Background: an optimization exercise with open tools, aiming at small area. Do not read the settings as production practice. Only simulation tests tie the RTL to the original design; equivalence was not proved. The clock port is modelled as an ideal driver; clocking choices that lean on that would not hold on a real chip.

==> flow/design.v <==
package aes_128_key_pkg;
  localparam int KEY_WORD_W    = 64;
  localparam int NUM_ROUNDS    = 11;
  localparam int WORDS_PER_SET = 2 * NUM_ROUNDS;
  typedef logic [127:0]          round_key_t;
  typedef logic [KEY_WORD_W-1:0] key_word_t;
  typedef logic [4:0]            key_ptr_t;
  localparam key_ptr_t LAST_PTR = key_ptr_t'(WORDS_PER_SET - 1);
endpackage
module aes_128_key_bank (
  input  logic                        clk,
  input  logic                        shift,    
  input  logic                        keep,     
  input  aes_128_key_pkg::key_word_t  wdata,
  input  logic                        copy,     
  input  logic                        hold,     
  input  logic [10:0]                 sel,      
  input  logic                        par,      
  input  logic                        rdpar,    
  output aes_128_key_pkg::round_key_t rd
);
  logic [63:0]  sh  [22];
  logic [127:0] act [11];
  always_ff @(posedge clk) begin
    sh[0] <= ~((sh[0] & {64{keep}}) | ((wdata ^ {64{par}}) & {64{shift}}));
    for (int i = 1; i < 22; i++) sh[i] <= ~((sh[i] & {64{keep}}) | (sh[i-1] & {64{shift}}));
  end
  always_ff @(posedge clk) begin
    for (int r = 0; r < 11; r++)
      act[r] <= ~((act[r] & {128{hold}}) | ({sh[20-2*r], sh[21-2*r]} & {128{copy}}));
  end
  logic [127:0] gn0, gn1, gn2, rdn;
  aes_128_key_rd3 u_rd0 (.s(sel[2:0]), .d0(act[0]), .d1(act[1]), .d2(act[2]),  .yn(gn0));
  aes_128_key_rd3 u_rd1 (.s(sel[5:3]), .d0(act[3]), .d1(act[4]), .d2(act[5]),  .yn(gn1));
  aes_128_key_rd3 u_rd2 (.s(sel[8:6]), .d0(act[6]), .d1(act[7]), .d2(act[8]),  .yn(gn2));
  aes_128_key_rd2 u_rd3 (.s(sel[10:9]), .d0(act[9]), .d1(act[10]), .gn0(gn0), .gn1(gn1), .gn2(gn2), .y(rdn));
  aes_128_key_fix u_fix (.p(rdpar), .d(rdn), .y(rd));
endmodule
module aes_128_key_rd3 (
  input  logic [2:0]   s,
  input  logic [127:0] d0,
  input  logic [127:0] d1,
  input  logic [127:0] d2,
  output logic [127:0] yn
);
  assign yn = ~((d0 & {128{s[0]}}) | (d1 & {128{s[1]}}) | (d2 & {128{s[2]}}));
endmodule
module aes_128_key_rd2 (
  input  logic [1:0]   s,
  input  logic [127:0] d0,
  input  logic [127:0] d1,
  input  logic [127:0] gn0,
  input  logic [127:0] gn1,
  input  logic [127:0] gn2,
  output logic [127:0] y
);
  assign y = ~(gn0 & gn1 & gn2 & ~((d0 & {128{s[0]}}) | (d1 & {128{s[1]}})));
endmodule
module aes_128_key_fix (
  input  logic         p,
  input  logic [127:0] d,
  output logic [127:0] y
);
  assign y = d ^ {128{p}};
endmodule
module aes_128_key_store (
  input  logic         clk,
  input  logic         kill,
  input  logic         en_wr,
  input  logic [63:0]  key_round_wr,
  input  logic         switch_key,
  input  logic [3:0]   rd_round,
  output logic [127:0] rd_key,
  output logic         key_idx,
  output logic         key_valid,
  output logic         shadow_full,
  output logic         switch_err_pulse
);
  aes_128_key_pkg::key_ptr_t wp_q;
  logic        full_q;
  logic        key_idx_q;
  logic        valid_q;
  logic        err_q;
  logic        copy_q;
  logic        hold_q;
  logic [10:0] sel_q;
  logic        par_q;
  logic        switch_ok;
  assign switch_ok = switch_key && full_q && !en_wr;
  aes_128_key_bank u_bank (
    .clk   (clk),
    .shift (en_wr && !kill),
    .keep  (!en_wr),
    .wdata (key_round_wr),
    .copy  (copy_q),
    .hold  (hold_q),
    .sel   (sel_q),
    .par   (par_q),
    .rdpar (par_q && (|sel_q)),
    .rd    (rd_key)
  );
  always_ff @(posedge clk) begin
    if (kill) begin
      wp_q      <= '0;
      full_q    <= 1'b0;
      key_idx_q <= 1'b0;
      valid_q   <= 1'b0;
      err_q     <= 1'b0;
      copy_q    <= 1'b0;
      hold_q    <= 1'b0;
      sel_q     <= '0;
      par_q     <= 1'b0;
    end else begin
      err_q  <= switch_key && !switch_ok;
      par_q  <= !par_q;
      copy_q <= switch_ok;
      hold_q <= !switch_ok;
      for (int r = 0; r < 11; r++)
        sel_q[r] <= valid_q && (rd_round == 4'(r));
      if (en_wr) begin
        if (full_q) begin
          wp_q   <= aes_128_key_pkg::key_ptr_t'(1);
          full_q <= 1'b0;
        end else if (wp_q == aes_128_key_pkg::LAST_PTR) begin
          wp_q   <= '0;
          full_q <= 1'b1;
        end else begin
          wp_q <= wp_q + aes_128_key_pkg::key_ptr_t'(1);
        end
      end else if (switch_ok) begin
        wp_q      <= '0;
        full_q    <= 1'b0;
        key_idx_q <= ~key_idx_q;
        valid_q   <= 1'b1;
      end
    end
  end
  assign key_idx          = key_idx_q;
  assign key_valid        = valid_q;
  assign shadow_full      = full_q;
  assign switch_err_pulse = err_q;
endmodule
clock: 5.0 ns
lec_check: 0
cap_margin: 0
core_margin: 2
core_utilization: 70
cts_buf_list: sky130_fd_sc_hd__clkbuf_16
cts_cluster_diameter: 80
cts_cluster_size: 30
slew_margin: 0
synth_hierarchical: 1
standard.sh (not shown) runs the stock make flow with config.mk's settings and CLKGATE_MAP_FILE= SYNTH_SCRIPT=/design/flow/synth_recipe.tcl, a recipe that flattens the netlist after the stock synthesis.
==> flow/flow/run.sh <==
#!/bin/bash
set -e
export BUFFER_PORTS_ARGS="-buffer_cell sky130_fd_sc_hd__buf_1"
export CTS_ARGS="-sink_clustering_enable -repair_clock_nets -sink_clustering_size 30 -sink_clustering_max_diameter 80 -buf_list sky130_fd_sc_hd__clkbuf_16 -dont_use_dummy_load"
bash standard.sh > standard.log 2>&1
Rerun with:
--- a/flow/design.v
+++ b/flow/design.v
@@ -14,28 +14,25 @@
   input  aes_128_key_pkg::key_word_t  wdata,
   input  logic                        copy,     
   input  logic                        hold,     
   input  logic [10:0]                 sel,      
-  input  logic                        par,      
-  input  logic                        rdpar,    
   output aes_128_key_pkg::round_key_t rd
 );
   logic [63:0]  sh  [22];
   logic [127:0] act [11];
   always_ff @(posedge clk) begin
-    sh[0] <= ~((sh[0] & {64{keep}}) | ((wdata ^ {64{par}}) & {64{shift}}));
-    for (int i = 1; i < 22; i++) sh[i] <= ~((sh[i] & {64{keep}}) | (sh[i-1] & {64{shift}}));
+    sh[0] <= (sh[0] & {64{keep}}) | (wdata & {64{shift}});
+    for (int i = 1; i < 22; i++) sh[i] <= (sh[i] & {64{keep}}) | (sh[i-1] & {64{shift}});
   end
   always_ff @(posedge clk) begin
     for (int r = 0; r < 11; r++)
-      act[r] <= ~((act[r] & {128{hold}}) | ({sh[20-2*r], sh[21-2*r]} & {128{copy}}));
+      act[r] <= (act[r] & {128{hold}}) | ({sh[20-2*r], sh[21-2*r]} & {128{copy}});
   end
-  logic [127:0] gn0, gn1, gn2, rdn;
+  logic [127:0] gn0, gn1, gn2;
   aes_128_key_rd3 u_rd0 (.s(sel[2:0]), .d0(act[0]), .d1(act[1]), .d2(act[2]),  .yn(gn0));
   aes_128_key_rd3 u_rd1 (.s(sel[5:3]), .d0(act[3]), .d1(act[4]), .d2(act[5]),  .yn(gn1));
   aes_128_key_rd3 u_rd2 (.s(sel[8:6]), .d0(act[6]), .d1(act[7]), .d2(act[8]),  .yn(gn2));
-  aes_128_key_rd2 u_rd3 (.s(sel[10:9]), .d0(act[9]), .d1(act[10]), .gn0(gn0), .gn1(gn1), .gn2(gn2), .y(rdn));
-  aes_128_key_fix u_fix (.p(rdpar), .d(rdn), .y(rd));
+  aes_128_key_rd2 u_rd3 (.s(sel[10:9]), .d0(act[9]), .d1(act[10]), .gn0(gn0), .gn1(gn1), .gn2(gn2), .y(rd));
 endmodule
 module aes_128_key_rd3 (
   input  logic [2:0]   s,
   input  logic [127:0] d0,
@@ -54,15 +51,8 @@
   input  logic [127:0] gn2,
   output logic [127:0] y
 );
   assign y = ~(gn0 & gn1 & gn2 & ~((d0 & {128{s[0]}}) | (d1 & {128{s[1]}})));
-endmodule
-module aes_128_key_fix (
-  input  logic         p,
-  input  logic [127:0] d,
-  output logic [127:0] y
-);
-  assign y = d ^ {128{p}};
 endmodule
 module aes_128_key_store (
   input  logic         clk,
   input  logic         kill,
@@ -83,9 +73,8 @@
   logic        err_q;
   logic        copy_q;
   logic        hold_q;
   logic [10:0] sel_q;
-  logic        par_q;
   logic        switch_ok;
   assign switch_ok = switch_key && full_q && !en_wr;
   aes_128_key_bank u_bank (
     .clk   (clk),
@@ -94,10 +83,8 @@
     .wdata (key_round_wr),
     .copy  (copy_q),
     .hold  (hold_q),
     .sel   (sel_q),
-    .par   (par_q),
-    .rdpar (par_q && (|sel_q)),
     .rd    (rd_key)
   );
   always_ff @(posedge clk) begin
     if (kill) begin
@@ -108,12 +95,10 @@
       err_q     <= 1'b0;
       copy_q    <= 1'b0;
       hold_q    <= 1'b0;
       sel_q     <= '0;
-      par_q     <= 1'b0;
     end else begin
       err_q  <= switch_key && !switch_ok;
-      par_q  <= !par_q;
       copy_q <= switch_ok;
       hold_q <= !switch_ok;
       for (int r = 0; r < 11; r++)
         sel_q[r] <= valid_q && (rd_round == 4'(r));
What happened: The new run went through all stages and came out clean; die area increases by 1.4%; final cell count decreases by 2.0%; clock-buffer cell count increases by 3; via count decreases by 2.3%; fmax increases by 4.7%.

port drivers added, routing unchanged:
In the flow no input, the clock included, has a driving cell. The finished layouts below were timed again as built, in two steps.
Step 1 assumes that a clkbuf_16 drives the clock port and a buf_2 every other input.
Step 2 also shifts input and output timing later by t, the mid clock arrival at the registers, as if the neighbouring blocks saw the same clock.
a / b / c = ideal ports / drivers / drivers and shift; a / b = the first two.
run | shift t [ns] | setup WS [ns] | hold slack, ns | pins driven straight from the clock port
the first run | 0.816 | 0.761 / 0.680 / 1.496 | 0.422 / 0.422 / 0.422 | 1
the second run | 0.823 | 0.952 / 0.866 / 1.584 | 0.429 / 0.365 / 0.451 | 1
After both steps setup and hold are still met in every run listed.
